From an optimization exercise on the open Yosys and OpenROAD flow, aimed at small area and a short achievable clock period; shortcuts taken in it are not production practice.
RTL that was checked went through simulation tests only; none was proved equivalent to the original.
Power and IR drop assume default switching activity.

Setup of fjord:
==> flow/design.v <==
module fifo_generator_1 (
    input  logic        clk,
    input  logic        srst,
    input  logic [7:0]  din,
    input  logic        wr_en,
    input  logic        rd_en,
    output logic [15:0] dout,
    output logic        full,
    output logic        empty,
    output logic [9:0]  rd_data_count,
    output logic [8:0]  wr_data_count
);
    localparam int WORDS = 128;
    logic [15:0] mem_r [WORDS];
    logic [15:0] wlo_n_r;     
    logic [15:0] whe_n_r;     
    logic [7:0]  rlo_r [4];   
    logic [15:0] rhi_r;       
    logic [8:0]  cnt_r;       
    logic        empty_r;
    logic [15:0] dout_r;
    logic [8:0]  cnt_o_r;     
    logic        empty_o_r;   
    logic        full_s;
    logic        wr_acc_s;
    logic        rd_acc_s;
    assign full_s   = cnt_r[8];
    assign wr_acc_s = wr_en & ~full_s;
    assign rd_acc_s = rd_en & ~empty_r;
    for (genvar i = 0; i < WORDS; i++) begin : g_mem
        always_ff @(posedge clk) begin
            if (!(whe_n_r[i/8] | wlo_n_r[2*(i%8)]))
                mem_r[i][15:8] <= din;
            if (!(whe_n_r[i/8] | wlo_n_r[2*(i%8)+1]))
                mem_r[i][7:0] <= din;
        end
    end
    logic [15:0] rd_word_s;
    always_comb begin
        rd_word_s = '0;
        for (int j = 0; j < 16; j++) begin
            logic [15:0] grp;
            grp = '0;
            for (int i = 0; i < 8; i++)
                grp = grp | (mem_r[8*j+i] & {16{rlo_r[j/4][i]}});
            rd_word_s = rd_word_s | (grp & {16{rhi_r[j]}});
        end
    end
    logic       up_s, dn_s;
    logic [8:0] cnt_nxt_s;
    logic       empty_nxt_s;
    assign up_s = wr_acc_s & ~rd_acc_s & cnt_r[0];
    assign dn_s = rd_acc_s & ~(wr_acc_s & cnt_r[0]);
    always_comb begin
        cnt_nxt_s[0] = cnt_r[0] ^ wr_acc_s;
        if (up_s)      cnt_nxt_s[8:1] = cnt_r[8:1] + 8'd1;
        else if (dn_s) cnt_nxt_s[8:1] = cnt_r[8:1] - 8'd1;
        else           cnt_nxt_s[8:1] = cnt_r[8:1];
        empty_nxt_s = dn_s ? (cnt_r[8:1] == 8'd1) : (~up_s & empty_r);
    end
    logic       up_o_s, dn_o_s;
    logic [8:0] cnt_o_nxt_s;
    logic       empty_o_nxt_s;
    assign up_o_s = wr_acc_s & ~rd_acc_s & cnt_o_r[0];
    assign dn_o_s = rd_acc_s & ~(wr_acc_s & cnt_o_r[0]);
    always_comb begin
        cnt_o_nxt_s[0] = cnt_o_r[0] ^ wr_acc_s;
        if (up_o_s)      cnt_o_nxt_s[8:1] = cnt_o_r[8:1] + 8'd1;
        else if (dn_o_s) cnt_o_nxt_s[8:1] = cnt_o_r[8:1] - 8'd1;
        else             cnt_o_nxt_s[8:1] = cnt_o_r[8:1];
        empty_o_nxt_s = dn_o_s ? (cnt_o_r[8:1] == 8'd1) : (~up_o_s & empty_o_r);
    end
    logic [15:0] wlo_n_nxt_s;
    logic [15:0] whe_n_nxt_s;
    always_comb begin
        wlo_n_nxt_s = wlo_n_r;
        if (wr_acc_s) wlo_n_nxt_s = {wlo_n_r[14:0], wlo_n_r[15]};
        if ((up_s && cnt_r[8:1] == 8'd127) || (full_s && !rd_acc_s))
            whe_n_nxt_s = '1;
        else if (full_s)
            whe_n_nxt_s = ~rhi_r;
        else if (wr_acc_s && !wlo_n_r[15])
            whe_n_nxt_s = {whe_n_r[14:0], whe_n_r[15]};
        else
            whe_n_nxt_s = whe_n_r;
    end
    always_ff @(posedge clk or negedge srst) begin
        if (!srst) begin
            wlo_n_r   <= ~16'd1;
            whe_n_r   <= ~16'd1;
            for (int q = 0; q < 4; q++) rlo_r[q] <= 8'd1;
            rhi_r     <= 16'd1;
            cnt_r     <= 9'd0;
            empty_r   <= 1'b1;
            dout_r    <= 16'h0000;
            cnt_o_r   <= 9'd0;
            empty_o_r <= 1'b1;
        end else begin
            wlo_n_r <= wlo_n_nxt_s;
            whe_n_r <= whe_n_nxt_s;
            if (rd_acc_s) begin
                for (int q = 0; q < 4; q++) rlo_r[q] <= {rlo_r[q][6:0], rlo_r[q][7]};
                if (rlo_r[0][7]) rhi_r <= {rhi_r[14:0], rhi_r[15]};
                dout_r <= rd_word_s;
            end
            cnt_r     <= cnt_nxt_s;
            empty_r   <= empty_nxt_s;
            cnt_o_r   <= cnt_o_nxt_s;
            empty_o_r <= empty_o_nxt_s;
        end
    end
    assign dout          = dout_r;
    assign full          = cnt_o_r[8];
    assign empty         = empty_o_r;
    assign wr_data_count = cnt_o_r;
    assign rd_data_count = {2'b00, cnt_o_r[8:1]};
endmodule
Settings: LEC_CHECK=0, CAP_MARGIN=20, CORE_MARGIN=2, CORE_UTILIZATION=55, CTS_BUF_LIST=sky130_fd_sc_hd__clkbuf_8 sky130_fd_sc_hd__clkbuf_16, CTS_CLUSTER_DIAMETER=60, CTS_CLUSTER_SIZE=30, SETUP_SLACK_MARGIN=2.5, SLEW_MARGIN=20; clock period 5.0 ns.
standard.sh (not shown) runs the stock make flow with config.mk's settings and CLKGATE_MAP_FILE= SYNTH_SCRIPT=/design/flow/synth_recipe.tcl, a recipe that flattens the netlist after the stock synthesis.
==> flow/flow/run.sh <==
#!/bin/bash
# The standard layout, with clock tree synthesis told not to add dummy loads,
# and the slow single-size cell a222oi_1 added to the platform's don't-use list.
set -e
export CTS_ARGS="-sink_clustering_enable -repair_clock_nets -sink_clustering_size 30 -sink_clustering_max_diameter 60 -buf_list {sky130_fd_sc_hd__clkbuf_8 sky130_fd_sc_hd__clkbuf_16} -dont_use_dummy_load"
bash standard.sh "DONT_USE_CELLS=sky130_fd_sc_hd__probe_p_8 sky130_fd_sc_hd__probec_p_8 sky130_fd_sc_hd__lpflow_bleeder_1 sky130_fd_sc_hd__lpflow_clkbufkapwr_1 sky130_fd_sc_hd__lpflow_clkbufkapwr_16 sky130_fd_sc_hd__lpflow_clkbufkapwr_2 sky130_fd_sc_hd__lpflow_clkbufkapwr_4 sky130_fd_sc_hd__lpflow_clkbufkapwr_8 sky130_fd_sc_hd__lpflow_clkinvkapwr_1 sky130_fd_sc_hd__lpflow_clkinvkapwr_16 sky130_fd_sc_hd__lpflow_clkinvkapwr_2 sky130_fd_sc_hd__lpflow_clkinvkapwr_4 sky130_fd_sc_hd__lpflow_clkinvkapwr_8 sky130_fd_sc_hd__lpflow_decapkapwr_12 sky130_fd_sc_hd__lpflow_decapkapwr_3 sky130_fd_sc_hd__lpflow_decapkapwr_4 sky130_fd_sc_hd__lpflow_decapkapwr_6 sky130_fd_sc_hd__lpflow_decapkapwr_8 sky130_fd_sc_hd__lpflow_inputiso0n_1 sky130_fd_sc_hd__lpflow_inputiso0p_1 sky130_fd_sc_hd__lpflow_inputiso1n_1 sky130_fd_sc_hd__lpflow_inputiso1p_1 sky130_fd_sc_hd__lpflow_inputisolatch_1 sky130_fd_sc_hd__lpflow_isobufsrc_1 sky130_fd_sc_hd__lpflow_isobufsrc_16 sky130_fd_sc_hd__lpflow_isobufsrc_2 sky130_fd_sc_hd__lpflow_isobufsrc_4 sky130_fd_sc_hd__lpflow_isobufsrc_8 sky130_fd_sc_hd__lpflow_isobufsrckapwr_16 sky130_fd_sc_hd__lpflow_lsbuf_lh_hl_isowell_tap_1 sky130_fd_sc_hd__lpflow_lsbuf_lh_hl_isowell_tap_2 sky130_fd_sc_hd__lpflow_lsbuf_lh_hl_isowell_tap_4 sky130_fd_sc_hd__lpflow_lsbuf_lh_isowell_4 sky130_fd_sc_hd__lpflow_lsbuf_lh_isowell_tap_1 sky130_fd_sc_hd__lpflow_lsbuf_lh_isowell_tap_2 sky130_fd_sc_hd__lpflow_lsbuf_lh_isowell_tap_4  sky130_fd_sc_hd__a222oi_1" finish > standard.log 2>&1
diff inputs: fjord => delta
-- flow/design.v --
<<< fjord, line 15
    logic [15:0] wlo_n_r;     
    logic [15:0] whe_n_r;     
    logic [7:0]  rlo_r [4];   
    logic [15:0] rhi_r;       
    logic [8:0]  cnt_r;       
>>> delta, line 15
    logic [15:0] wlo_n_r;     
    logic [15:0] whe_n_r;     
    logic [7:0]  rlo_r;       
    logic [15:0] rhi_r;       
    logic [8:0]  cnt_r;       
<<< fjord, line 43
            grp = '0;
            for (int i = 0; i < 8; i++)
                grp = grp | (mem_r[8*j+i] & {16{rlo_r[j/4][i]}});
            rd_word_s = rd_word_s | (grp & {16{rhi_r[j]}});
        end
>>> delta, line 43
            grp = '0;
            for (int i = 0; i < 8; i++)
                grp = grp | (mem_r[8*j+i] & {16{rlo_r[i]}});
            rd_word_s = rd_word_s | (grp & {16{rhi_r[j]}});
        end
<<< fjord, line 89
            wlo_n_r   <= ~16'd1;
            whe_n_r   <= ~16'd1;
            for (int q = 0; q < 4; q++) rlo_r[q] <= 8'd1;
            rhi_r     <= 16'd1;
            cnt_r     <= 9'd0;
>>> delta, line 89
            wlo_n_r   <= ~16'd1;
            whe_n_r   <= ~16'd1;
            rlo_r     <= 8'd1;
            rhi_r     <= 16'd1;
            cnt_r     <= 9'd0;
<<< fjord, line 100
            whe_n_r <= whe_n_nxt_s;
            if (rd_acc_s) begin
                for (int q = 0; q < 4; q++) rlo_r[q] <= {rlo_r[q][6:0], rlo_r[q][7]};
                if (rlo_r[0][7]) rhi_r <= {rhi_r[14:0], rhi_r[15]};
                dout_r <= rd_word_s;
            end
>>> delta, line 100
            whe_n_r <= whe_n_nxt_s;
            if (rd_acc_s) begin
                rlo_r  <= {rlo_r[6:0], rlo_r[7]};
                if (rlo_r[7]) rhi_r <= {rhi_r[14:0], rhi_r[15]};
                dout_r <= rd_word_s;
            end
### Flow results
delta finished every step from synthesis to the final layout, and the layout passed the timing, DRC and antenna checks. Summary of delta over fjord: height of the chip decreased 0.43%, fill cell total of the finished layout decreased 397. The global-route track usage on met2 number comes out lower for delta vs fjord. Share of power burned in combinational logic: delta > fjord. Per the comparison of delta with fjord, total power now larger; sequential share of layout area now smaller; cell area after synthesis now smaller.

* * *

== nickel ==
Starts from the design.v that is shown in full above.
Settings: LEC_CHECK=0, CAP_MARGIN=20, CORE_MARGIN=2, CORE_UTILIZATION=55, CTS_BUF_LIST=sky130_fd_sc_hd__clkbuf_8 sky130_fd_sc_hd__clkbuf_16, CTS_CLUSTER_DIAMETER=60, CTS_CLUSTER_SIZE=30, SETUP_SLACK_MARGIN=2.5, SLEW_MARGIN=20; clock period 5.0 ns.
==> flow/flow/run.sh <==
#!/bin/bash
# The standard layout, with clock tree synthesis told not to add dummy loads,
# the slow single-size cell a222oi_1 added to the platform's don't-use list,
# and the pins placed again after global placement (flow/post_gp.tcl).
set -e
export CTS_ARGS="-sink_clustering_enable -repair_clock_nets -sink_clustering_size 30 -sink_clustering_max_diameter 60 -buf_list {sky130_fd_sc_hd__clkbuf_8 sky130_fd_sc_hd__clkbuf_16} -dont_use_dummy_load"
export POST_GLOBAL_PLACE_TCL="$(pwd)/flow/post_gp.tcl"
bash standard.sh "DONT_USE_CELLS=sky130_fd_sc_hd__probe_p_8 sky130_fd_sc_hd__probec_p_8 sky130_fd_sc_hd__lpflow_bleeder_1 sky130_fd_sc_hd__lpflow_clkbufkapwr_1 sky130_fd_sc_hd__lpflow_clkbufkapwr_16 sky130_fd_sc_hd__lpflow_clkbufkapwr_2 sky130_fd_sc_hd__lpflow_clkbufkapwr_4 sky130_fd_sc_hd__lpflow_clkbufkapwr_8 sky130_fd_sc_hd__lpflow_clkinvkapwr_1 sky130_fd_sc_hd__lpflow_clkinvkapwr_16 sky130_fd_sc_hd__lpflow_clkinvkapwr_2 sky130_fd_sc_hd__lpflow_clkinvkapwr_4 sky130_fd_sc_hd__lpflow_clkinvkapwr_8 sky130_fd_sc_hd__lpflow_decapkapwr_12 sky130_fd_sc_hd__lpflow_decapkapwr_3 sky130_fd_sc_hd__lpflow_decapkapwr_4 sky130_fd_sc_hd__lpflow_decapkapwr_6 sky130_fd_sc_hd__lpflow_decapkapwr_8 sky130_fd_sc_hd__lpflow_inputiso0n_1 sky130_fd_sc_hd__lpflow_inputiso0p_1 sky130_fd_sc_hd__lpflow_inputiso1n_1 sky130_fd_sc_hd__lpflow_inputiso1p_1 sky130_fd_sc_hd__lpflow_inputisolatch_1 sky130_fd_sc_hd__lpflow_isobufsrc_1 sky130_fd_sc_hd__lpflow_isobufsrc_16 sky130_fd_sc_hd__lpflow_isobufsrc_2 sky130_fd_sc_hd__lpflow_isobufsrc_4 sky130_fd_sc_hd__lpflow_isobufsrc_8 sky130_fd_sc_hd__lpflow_isobufsrckapwr_16 sky130_fd_sc_hd__lpflow_lsbuf_lh_hl_isowell_tap_1 sky130_fd_sc_hd__lpflow_lsbuf_lh_hl_isowell_tap_2 sky130_fd_sc_hd__lpflow_lsbuf_lh_hl_isowell_tap_4 sky130_fd_sc_hd__lpflow_lsbuf_lh_isowell_4 sky130_fd_sc_hd__lpflow_lsbuf_lh_isowell_tap_1 sky130_fd_sc_hd__lpflow_lsbuf_lh_isowell_tap_2 sky130_fd_sc_hd__lpflow_lsbuf_lh_isowell_tap_4  sky130_fd_sc_hd__a222oi_1" finish > standard.log 2>&1
Other scripts of this flow, unchanged in this note and not shown: flow/flow/post_gp.tcl
Input changes introduced in juniper (baseline for comparison: nickel):
-- flow/design.v --
<<< nickel, line 15
    logic [15:0] wlo_n_r;     
    logic [15:0] whe_n_r;     
    logic [7:0]  rlo_r [4];   
    logic [15:0] rhi_r;       
    logic [8:0]  cnt_r;       
>>> juniper, line 15
    logic [15:0] wlo_n_r;     
    logic [15:0] whe_n_r;     
    logic [7:0]  rlo_r [8];   
    logic [15:0] rhi_r;       
    logic [8:0]  cnt_r;       
<<< nickel, line 43
            grp = '0;
            for (int i = 0; i < 8; i++)
                grp = grp | (mem_r[8*j+i] & {16{rlo_r[j/4][i]}});
            rd_word_s = rd_word_s | (grp & {16{rhi_r[j]}});
        end
>>> juniper, line 43
            grp = '0;
            for (int i = 0; i < 8; i++)
                grp = grp | (mem_r[8*j+i] & {16{rlo_r[j/2][i]}});
            rd_word_s = rd_word_s | (grp & {16{rhi_r[j]}});
        end
<<< nickel, line 89
            wlo_n_r   <= ~16'd1;
            whe_n_r   <= ~16'd1;
            for (int q = 0; q < 4; q++) rlo_r[q] <= 8'd1;
            rhi_r     <= 16'd1;
            cnt_r     <= 9'd0;
>>> juniper, line 89
            wlo_n_r   <= ~16'd1;
            whe_n_r   <= ~16'd1;
            for (int q = 0; q < 8; q++) rlo_r[q] <= 8'd1;
            rhi_r     <= 16'd1;
            cnt_r     <= 9'd0;
<<< nickel, line 100
            whe_n_r <= whe_n_nxt_s;
            if (rd_acc_s) begin
                for (int q = 0; q < 4; q++) rlo_r[q] <= {rlo_r[q][6:0], rlo_r[q][7]};
                if (rlo_r[0][7]) rhi_r <= {rhi_r[14:0], rhi_r[15]};
                dout_r <= rd_word_s;
>>> juniper, line 100
            whe_n_r <= whe_n_nxt_s;
            if (rd_acc_s) begin
                for (int q = 0; q < 8; q++) rlo_r[q] <= {rlo_r[q][6:0], rlo_r[q][7]};
                if (rlo_r[0][7]) rhi_r <= {rhi_r[14:0], rhi_r[15]};
                dout_r <= rd_word_s;
## What came out
Total power: juniper above nickel
Taking nickel as the reference, in juniper final instance area climbed 0.98%; global router's overall resource usage decreased by 0.49 points relative to the old numbers.
Relative to nickel, power in combinational cells has increased by about 16% in juniper.
In terms of length of routed wiring on met1, juniper and nickel differ only marginally.
Count of antenna diodes in the layout came out higher on juniper than on nickel.
Compare nickel and juniper | async set-or-reset flop fraction in the synthesized netlist lower: nickel
[diff] worst ir drop on vdd, juniper relative to nickel: improvement
Against nickel as the reference, juniper delivers a higher count of inverters not on the clock network in the layout.
Of nickel and juniper, juniper shows the higher sequential power, with nickel below it.
No functional check of the RTL was part of juniper.

## afterwards: timing with drivers on the ports
In the flow no input, the clock included, has a driving cell. The finished layouts below were timed again as built, in two steps. Step 1 sets driving cells, clkbuf_16 on the clock port and buf_2 on the other inputs (assumed; they add their load-dependent delay and slew). Step 2 moves the port delays by t, midway between the first and last clock arrival at a register: inputs arrive t later, outputs are due t later. That takes back most of the time a late clock gives input paths. Three values: no drivers, after step 1, after step 2; two values: the first two.
run	t (ns)	slack for setup (ns)	worst data-port slew with drivers (ns)	cell pins on the clock port's net
fjord	0.859	2.501 / 2.416 / 1.860	0.05	1
delta	0.862	2.366 / 2.366 / 1.791	0.09	1
nickel	0.863	2.472 / 2.460 / 1.829	0.05	1
juniper	0.842	2.506 / 2.446 / 1.604	0.17	1
After both steps setup and hold are still met in every run listed. The setup slack of juniper, which loses most, moves by -0.060 ns with the drivers and by -0.902 ns with both steps.
